From an optimization exercise on the open Yosys and OpenROAD flow, aimed at small area; shortcuts taken in it are not production practice. In this exercise RTL edits were held to simulation tests only and were not proved equivalent to the original. Power is estimated from default activity; no workload was simulated.

`design/flow/config.mk`:
```
export PLATFORM = sky130hd
export DESIGN_NAME = iir_cascade_top
export DESIGN_NICKNAME = iir_cascade_top
export VERILOG_FILES = /design/flow/design.v
export SDC_FILE = /design/flow/constraint.sdc
export NUM_CORES = 4
export LEC_CHECK = 0
export CAP_MARGIN = 20
export CORE_MARGIN = 2
export CORE_UTILIZATION = 40
export SLEW_MARGIN = 20
```
`design/flow/constraint.sdc`:
```
create_clock -name core_clock -period 10.0 [get_ports {clk}]
set_input_delay 2.0000 -clock core_clock [delete_from_list [all_inputs] [get_ports {clk}]]
set_output_delay 2.0000 -clock core_clock [all_outputs]
set_load 0.01 [all_outputs]
```
`design/flow/design.v`:
```
package filter_pkg;
    localparam int SAMPLE_W = 16;
    localparam int ACC_W = 32;
    localparam int FRAC_BITS = 14;
    typedef logic signed [SAMPLE_W-1:0] sample_t;    
    typedef logic signed [ACC_W-1:0] acc_t;          
    typedef struct packed {
        sample_t b0;     
        sample_t b1;     
        sample_t b2;     
        sample_t a1;     
        sample_t a2;     
    } biquad_coef_t;
endpackage
package seq_pkg;
    typedef enum logic [2:0] {
        IDLE   = 3'd0,
        TAP_B0 = 3'd1,
        TAP_B1 = 3'd2,
        TAP_B2 = 3'd3,
        TAP_A1 = 3'd4,
        TAP_A2 = 3'd5,
        DRAIN1 = 3'd6,   
        DRAIN2 = 3'd7    
    } seq_state_t;
    typedef enum logic [1:0] {
        MAC_HOLD = 2'd0,     
        MAC_LOAD = 2'd1,     
        MAC_ACC  = 2'd2      
    } mac_op_t;
    typedef enum logic [2:0] {
        SEL_B0, SEL_B1, SEL_B2, SEL_A1, SEL_A2
    } tap_sel_t;
endpackage
`timescale 1ns/100ps
module sample_rate_timer #(
    parameter int SAMPLE_DIV = 16    
) (
    input  logic clk,
    input  logic reset,
    input  logic run,
    output logic sample_req
);
    localparam int CNT_W = (SAMPLE_DIV > 1) ? $clog2(SAMPLE_DIV) : 1;
    localparam logic [CNT_W-1:0] RELOAD = CNT_W'(SAMPLE_DIV - 1);
    logic [CNT_W-1:0] cnt;   
    always_ff @(posedge clk) begin
        if (!reset) begin
            cnt        <= RELOAD;
            sample_req <= 1'b0;
        end else if (!run) begin
            cnt        <= RELOAD;    
            sample_req <= 1'b0;
        end else if (cnt == '0) begin
            cnt        <= RELOAD;
            sample_req <= 1'b1;      
        end else begin
            cnt        <= cnt - 1'b1;
            sample_req <= 1'b0;
        end
    end
endmodule
`timescale 1ns/100ps
import seq_pkg::*;
module biquad_sequencer
(
    input  logic     clk,
    input  logic     reset,
    input  logic     trigger,    
    output logic     capture,    
    output seq_pkg::tap_sel_t tap_sel,
    output seq_pkg::mac_op_t  mac_op,
    output logic     round_en    
);
    seq_pkg::seq_state_t state;
    seq_pkg::seq_state_t next_state;
    always_ff @(posedge clk) begin
        if (!reset)
            state <= IDLE;
        else
            state <= next_state;
    end
    always_comb begin
        next_state = state;
        case (state)
            IDLE:    if (trigger) next_state = TAP_B0;
            TAP_B0:  next_state = TAP_B1;
            TAP_B1:  next_state = TAP_B2;
            TAP_B2:  next_state = TAP_A1;
            TAP_A1:  next_state = TAP_A2;
            TAP_A2:  next_state = DRAIN1;
            DRAIN1:  next_state = DRAIN2;
            DRAIN2:  next_state = IDLE;
            default: next_state = IDLE;
        endcase
    end
    assign capture  = (state == IDLE) && trigger;
    assign round_en = (state == DRAIN2);
    always_comb begin
        tap_sel = SEL_B0;
        mac_op  = MAC_HOLD;      
        case (state)
            TAP_B0: begin
                tap_sel = SEL_B0;
                mac_op  = MAC_LOAD;  
            end
            TAP_B1: begin
                tap_sel = SEL_B1;
                mac_op  = MAC_ACC;
            end
            TAP_B2: begin
                tap_sel = SEL_B2;
                mac_op  = MAC_ACC;
            end
            TAP_A1: begin
                tap_sel = SEL_A1;
                mac_op  = MAC_ACC;
            end
            TAP_A2: begin
                tap_sel = SEL_A2;
                mac_op  = MAC_ACC;
            end
            default: begin
                tap_sel = SEL_B0;
                mac_op  = MAC_HOLD;
            end
        endcase
    end
endmodule
`timescale 1ns/100ps
import filter_pkg::*;
import seq_pkg::*;
module biquad_datapath
(
    input  logic         clk,
    input  logic         reset,
    input  filter_pkg::sample_t      sample,     
    input  filter_pkg::biquad_coef_t coef,
    input  logic         capture,
    input  seq_pkg::tap_sel_t     tap_sel,
    input  logic         round_en,
    input  filter_pkg::acc_t         acc,        
    output filter_pkg::sample_t      mac_coef,
    output filter_pkg::sample_t      mac_data,
    output filter_pkg::sample_t      y,
    output logic         y_valid
);
    filter_pkg::sample_t x_n;                
    filter_pkg::sample_t x_n1;
    filter_pkg::sample_t x_n2;
    filter_pkg::sample_t y_n1;               
    filter_pkg::sample_t y_n2;
    filter_pkg::biquad_coef_t coef_r;        
    always_ff @(posedge clk) begin
        if (!reset) begin
            x_n  <= '0;
            x_n1 <= '0;
            x_n2 <= '0;
            y_n1 <= '0;
            y_n2 <= '0;
        end else if (capture) begin
            x_n  <= sample;
            x_n1 <= x_n;
            x_n2 <= x_n1;
            y_n1 <= y;       
            y_n2 <= y_n1;
        end
    end
    always_ff @(posedge clk) begin
        if (capture)
            coef_r <= coef;
    end
    always_comb begin
        case (tap_sel)
            SEL_B0: begin
                mac_coef = coef_r.b0;
                mac_data = x_n;
            end
            SEL_B1: begin
                mac_coef = coef_r.b1;
                mac_data = x_n1;
            end
            SEL_B2: begin
                mac_coef = coef_r.b2;
                mac_data = x_n2;
            end
            SEL_A1: begin
                mac_coef = -coef_r.a1;
                mac_data = y_n1;
            end
            SEL_A2: begin
                mac_coef = -coef_r.a2;
                mac_data = y_n2;
            end
            default: begin
                mac_coef = '0;
                mac_data = '0;
            end
        endcase
    end
    always_ff @(posedge clk) begin
        if (!reset) begin
            y       <= '0;
            y_valid <= 1'b0;
        end else begin
            y_valid <= round_en;
            if (round_en)
                y <= filter_pkg::sample_t'(acc[FRAC_BITS +: SAMPLE_W] + SAMPLE_W'(acc[FRAC_BITS-1]));
        end
    end
endmodule
`timescale 1ns/100ps
import filter_pkg::*;
import seq_pkg::*;
module mac_accum
(
    input  logic    clk,
    input  logic    reset,
    input  seq_pkg::mac_op_t mac_op,
    input  filter_pkg::sample_t coef,    
    input  filter_pkg::sample_t data,    
    output filter_pkg::acc_t    acc      
);
    filter_pkg::acc_t    prod_r;     
    seq_pkg::mac_op_t op_r;       
    always_ff @(posedge clk) begin
        prod_r <= coef * data;   
    end
    always_ff @(posedge clk) begin
        if (!reset)
            op_r <= MAC_HOLD;
        else
            op_r <= mac_op;
    end
    always_ff @(posedge clk) begin
        if (!reset) begin
            acc <= '0;
        end else begin
            case (op_r)
                MAC_LOAD: acc <= prod_r;
                MAC_ACC:  acc <= acc + prod_r;      
                default:  acc <= acc;               
            endcase
        end
    end
endmodule
`timescale 1ns/100ps
import filter_pkg::*;
import seq_pkg::*;
module biquad_section
(
    input  logic         clk,
    input  logic         reset,
    input  logic         trigger,    
    input  filter_pkg::sample_t      sample,
    input  filter_pkg::biquad_coef_t coef,
    output filter_pkg::sample_t      y,
    output logic         y_valid
);
    logic     capture;
    seq_pkg::tap_sel_t tap_sel;
    seq_pkg::mac_op_t  mac_op;
    logic     round_en;
    filter_pkg::sample_t  mac_coef;
    filter_pkg::sample_t  mac_data;
    filter_pkg::acc_t     acc;
    biquad_sequencer u_seq (
        .clk      (clk),
        .reset    (reset),
        .trigger  (trigger),
        .capture  (capture),
        .tap_sel  (tap_sel),
        .mac_op   (mac_op),
        .round_en (round_en)
    );
    biquad_datapath u_dp (
        .clk      (clk),
        .reset    (reset),
        .sample   (sample),
        .coef     (coef),
        .capture  (capture),
        .tap_sel  (tap_sel),
        .round_en (round_en),
        .acc      (acc),
        .mac_coef (mac_coef),
        .mac_data (mac_data),
        .y        (y),
        .y_valid  (y_valid)
    );
    mac_accum u_mac (
        .clk    (clk),
        .reset  (reset),
        .mac_op (mac_op),
        .coef   (mac_coef),
        .data   (mac_data),
        .acc    (acc)
    );
endmodule
`timescale 1ns/100ps
import filter_pkg::*;
module iir_cascade_top
#(
    parameter int SAMPLE_DIV = 16    
) (
    input  logic         clk,
    input  logic         reset,
    input  logic         run,
    input  filter_pkg::sample_t      sample_in,
    input  filter_pkg::biquad_coef_t coef_s1,
    input  filter_pkg::biquad_coef_t coef_s2,
    output logic         sample_req,     
    output filter_pkg::sample_t      filt_out,
    output logic         out_valid       
);
    filter_pkg::sample_t x_capt;     
    logic    trig1;      
    filter_pkg::sample_t s1_y;
    logic    s1_valid;
    sample_rate_timer #(
        .SAMPLE_DIV (SAMPLE_DIV)
    ) u_timer (
        .clk        (clk),
        .reset      (reset),
        .run        (run),
        .sample_req (sample_req)
    );
    always_ff @(posedge clk) begin
        if (sample_req)
            x_capt <= sample_in;
    end
    always_ff @(posedge clk) begin
        if (!reset)
            trig1 <= 1'b0;
        else
            trig1 <= sample_req;
    end
    biquad_section u_sec1 (
        .clk     (clk),
        .reset   (reset),
        .trigger (trig1),
        .sample  (x_capt),
        .coef    (coef_s1),
        .y       (s1_y),
        .y_valid (s1_valid)
    );
    biquad_section u_sec2 (
        .clk     (clk),
        .reset   (reset),
        .trigger (s1_valid),
        .sample  (s1_y),
        .coef    (coef_s2),
        .y       (filt_out),
        .y_valid (out_valid)
    );
endmodule
```
`design/flow/run.sh`:
```
#!/bin/bash
# synth_recipe.tcl (not shown) runs the flow's synth.tcl, then flattens the netlist and writes it again
# the make line also repeats each setting of config.mk as NAME=value (left out here)
make -C /OpenROAD-flow-scripts/flow DESIGN_CONFIG=/design/flow/config.mk WORK_HOME=/design/flow/orfs CLKGATE_MAP_FILE= SYNTH_SCRIPT=/design/flow/synth_recipe.tcl finish
```
==> summary.txt <==
max-slew violations - 0
share of flip-flops with an asynchronous set or reset - 0%
RD Place Congestion - 0.926
hold bufs inserted after CTS - 0
number of standard cells in the final layout excluding fillers - 6052
WL final - 113 mm
Req. time, crit path - 10.49 ns
Post-Place Cells - 5943
fin crit share - 85.1%
unrepaired setup endpoints after global routing - no
total clock buffers created by CTS - 56
largest net degree at the start of global routing - 88
global-route wire length before repair - 178 mm
max_slew headroom - 26.8%
total of max-cap violations - 0
class of the tightest hold or removal check - reg -> reg
FMAX - 117 MHz
count of flip-flops with a built-in enable after synthesis - 176
average wire per standard cell - 18.6 µm
leading cell type in the layout, fill and taps excluded - sky130_fd_sc_hd__nand2_1
Post-CTS Setup Inserts - 0
die footprint - 0.106 mm²
commonest cells after routing, fill and taps aside - sky130_fd_sc_hd__nand2_1 (687), sky130_fd_sc_hd__inv_1 (624), sky130_fd_sc_hd__fa_1 (498)
Hold Vio Cnt, Final - 0
slew at the pin closest to its max-slew limit - 1.10 ns
post-synthesis area per instance - 9.21 µm²
post-synthesis net count - 5390
Post-Place Setup Slack - 1.52 ns
shortest period the worst path allows - 8.51 ns
critical path arrival - 9.00 ns
antenna violation net count after detailed routing - 0
worst setup slack for register-to-register paths - 1.49 ns
post-synthesis sequential element count - 506
Core ar. - 0.102 mm²
prevailing post-synth register cell - sky130_fd_sc_hd__dfxtp_1
Multi-input gate area - 0.0264 mm²
run status - no timing/DRC/antenna violations
count of TritonRoute iterations in the first routing pass - 6
Congestion Overflow GR - 0
CTS H-tree depth - 2
slowest cell on the critical path - sky130_fd_sc_hd__a221oi_2
stage delay of the slowest cell on the critical path - 0.87 ns
I/O pin total - 197
fraction of final layout cells with drive strength greater than 1 - 5.60%
clock tree root driver cell - sky130_fd_sc_hd__clkbuf_16
Register Area - 0.0119 mm²
total number of vias - 31400
final instance area - 0.0470 mm²
maximum number of buffers from clock root to sink - 3
number of global-route vias before repair - 31600
count of filler cells inserted in the layout - 9890
classification of the worst setup path - reg -> reg
type of destination of the critical path - flop
mean number of vias per cell - 5.20
Num Clock Sinks - 506
Final setup violation count - 0
initial core utilization - 40.5%
total power consumption of the routed design - 4.71 mW
Detail Placement HPWL - 88.4 mm
post-detailed-route DRC marker count - 0
antenna violations before repair - 8
number of instances in the synthesized netlist - 4482
largest driver fanout on the critical path - 8
total negative setup slack - 0 ns
final clock skew - 0.0524 ns
Gates resized, CTS repair - 0
share of the yosys chip area belonging to registers - 28.8%
floorplan die height - 325 µm
placement-stage cell area - 0.0450 mm²
net count reported at finish - 5543
critical path launch point type - flop
Max rail drop VDD - 0.131 mV
All-Layer GR Usage - 21.2%
Netlist cell types - 95
most prevalent standard cell on the critical path - sky130_fd_sc_hd__fa_1
area delta synth->final - 13.8%
least setup slack across all paths after layout - 1.49 ns
number of placement rows - 117
yosys warns - 5
clock-pin slew reported for the worst setup and hold paths after clock tree synthesis - 0.06 ns
Mapped Area - 0.0413 mm²
number of DRC violations after detailed-routing iteration 0 - 2305
Lkg Pwr - 20.2 nW
Port Buf Inserts - 196
Power Dens Cells - 100 mW/mm²
clock latency at the later pin of the worst-skew pair - 0.66 ns
die boundary width - 325 µm
CTS tree - done
metal layers:
| layer | share of wire, % | GRT usage [%] | vias to the layer above |
|---|---|---|---|
| met3 | 7.2 | 4.63 | 200 |
| met2 | 45 | 33.6 | 1032 |
| li1 | - | - | 15000 |
| met5 | 0.029 | 0 | - |
| met1 | 44 | 28.3 | 15300 |
| met4 | 4.1 | 8.31 | 6 |
power by group:
group	internal, mW	total (mW)	switching, mW
Sequential	2.16	2.19	0.0330
Clock	1.21	2.13	0.927
Combinational	0.166	0.385	0.219
Total	3.53	4.71	1.18
stage by stage:
step                      hold slack, ns  utilization, %
after detailed placement           0.386            44.1
after CTS                          0.401            46.0
final                              0.401            46.0
after floorplan                    0.371               -
after global placement             0.383            44.1
after global routing               0.434            46.0
Yosys cell counts (19+ instances only):
master	count	area [µm²]
sky130_fd_sc_hd__xnor2_1	144	1260
sky130_fd_sc_hd__mux2i_1	38	380
sky130_fd_sc_hd__xor2_1	58	508
sky130_fd_sc_hd__o21ai_0	96	480
sky130_fd_sc_hd__and3_1	25	156
sky130_fd_sc_hd__a22oi_1	50	375
sky130_fd_sc_hd__edfxtp_1	176	5290
sky130_fd_sc_hd__a221oi_1	53	464
sky130_fd_sc_hd__or3_1	19	119
sky130_fd_sc_hd__nand3_1	40	200
sky130_fd_sc_hd__inv_1	624	2340
sky130_fd_sc_hd__nor2_1	425	1600
sky130_fd_sc_hd__clkbuf_1	150	563
sky130_fd_sc_hd__a221o_1	24	240
sky130_fd_sc_hd__a21o_1	52	390
sky130_fd_sc_hd__and2_1	22	138
sky130_fd_sc_hd__fa_1	498	9970
sky130_fd_sc_hd__nor2b_1	21	131
sky130_fd_sc_hd__nand2_1	687	2580
sky130_fd_sc_hd__ha_1	231	2890
sky130_fd_sc_hd__nor3_1	49	245
sky130_fd_sc_hd__nand2b_1	31	194
sky130_fd_sc_hd__buf_1	21	78.8
sky130_fd_sc_hd__dfxtp_1	330	6610
sky130_fd_sc_hd__a211oi_1	48	360
sky130_fd_sc_hd__a21oi_1	321	1610
registers in the layout (all words and copies together), names as in the netlist, 30 cells and up:
| signal | count |
|---|---|
| u_sec2.u_mac.acc | 30 |
| u_sec2.u_mac.prod_r | 30 |
| u_sec1.u_dp.coef_r | 80 |
| u_sec2.u_dp.coef_r | 80 |
| u_sec1.u_mac.acc | 30 |
| u_sec1.u_mac.prod_r | 30 |
layout make-up:
cell class                      count  area share [%]
Inverter                          630            5.07
Clock inverter                     32           0.727
Multi-Input combinational cell   3161            56.3
Sequential cell                   506            25.3
Antenna cell                        2          0.0107
Clock buffer                       73            3.36
Tap cell                         1368            3.64
Timing Repair Buffer              280            5.59
worst max-delay path, delay by kind of cell (launching register included):
kind	cells	cell delay, ns
compound gates	9	2.68
xor+xnor	2	0.18
fa+ha+maj	7	3.35
buf+inv	4	0.20
flops	1	0.42
simple gates	7	1.47
worst paths after layout:
check | startpoint | endpoint | cells past startpoint
worst max register to register | u_sec2.u_dp.coef_r[18] | u_sec2.u_mac.prod_r[29] | 29
worst min-delay path | u_timer.cnt[0] | u_timer.cnt[0] | 1
worst max-delay path | u_sec2.u_dp.coef_r[18] | u_sec2.u_mac.prod_r[29] | 29
worst min register to register | u_timer.cnt[0] | u_timer.cnt[0] | 1
cell families (layout without fill, tap and decap cells):
kind of cell / after synthesis / count (layout) / share of synthesized area (%)
buf+inv: 815 / 1015 / 7.45
simple gates: 1398 / 1398 / 14.6
compound gates: 793 / 793 / 12.7
other cells: 0 / 2 / 0
fa+ha+maj: 729 / 729 / 31.2
mux: 39 / 39 / 0.949
flops: 506 / 506 / 28.8
xor+xnor: 202 / 202 / 4.29

## afterwards: timing with drivers on the ports
The flow's constraints put no driver on any port. The routed layout listed below was extracted and timed again, unchanged, in two steps.
Step 1 (the two cells are an assumption about what drives the block):
set clk [get_ports {clk}]
set_driving_cell -lib_cell sky130_fd_sc_hd__clkbuf_16 $clk
set_driving_cell -lib_cell sky130_fd_sc_hd__buf_2 [delete_from_list [all_inputs] $clk]
Step 2, shift: input delay + t, output delay - t, t = (earliest + latest rising clock arrival at the registers) / 2. This alone moves slack from input paths to output paths.
a / b / c = ideal ports / drivers / drivers and shift; a / b = the first two.
shift t [ns]: 0.716
setup WS [ns]: 1.489 / 1.489 / 1.489
worst register clock-pin slew, ns: 0.07 / 0.07
After both steps setup and hold are still met in this run. The setup slack of this run moves by 0.000 ns with the drivers and by 0.000 ns with both steps.
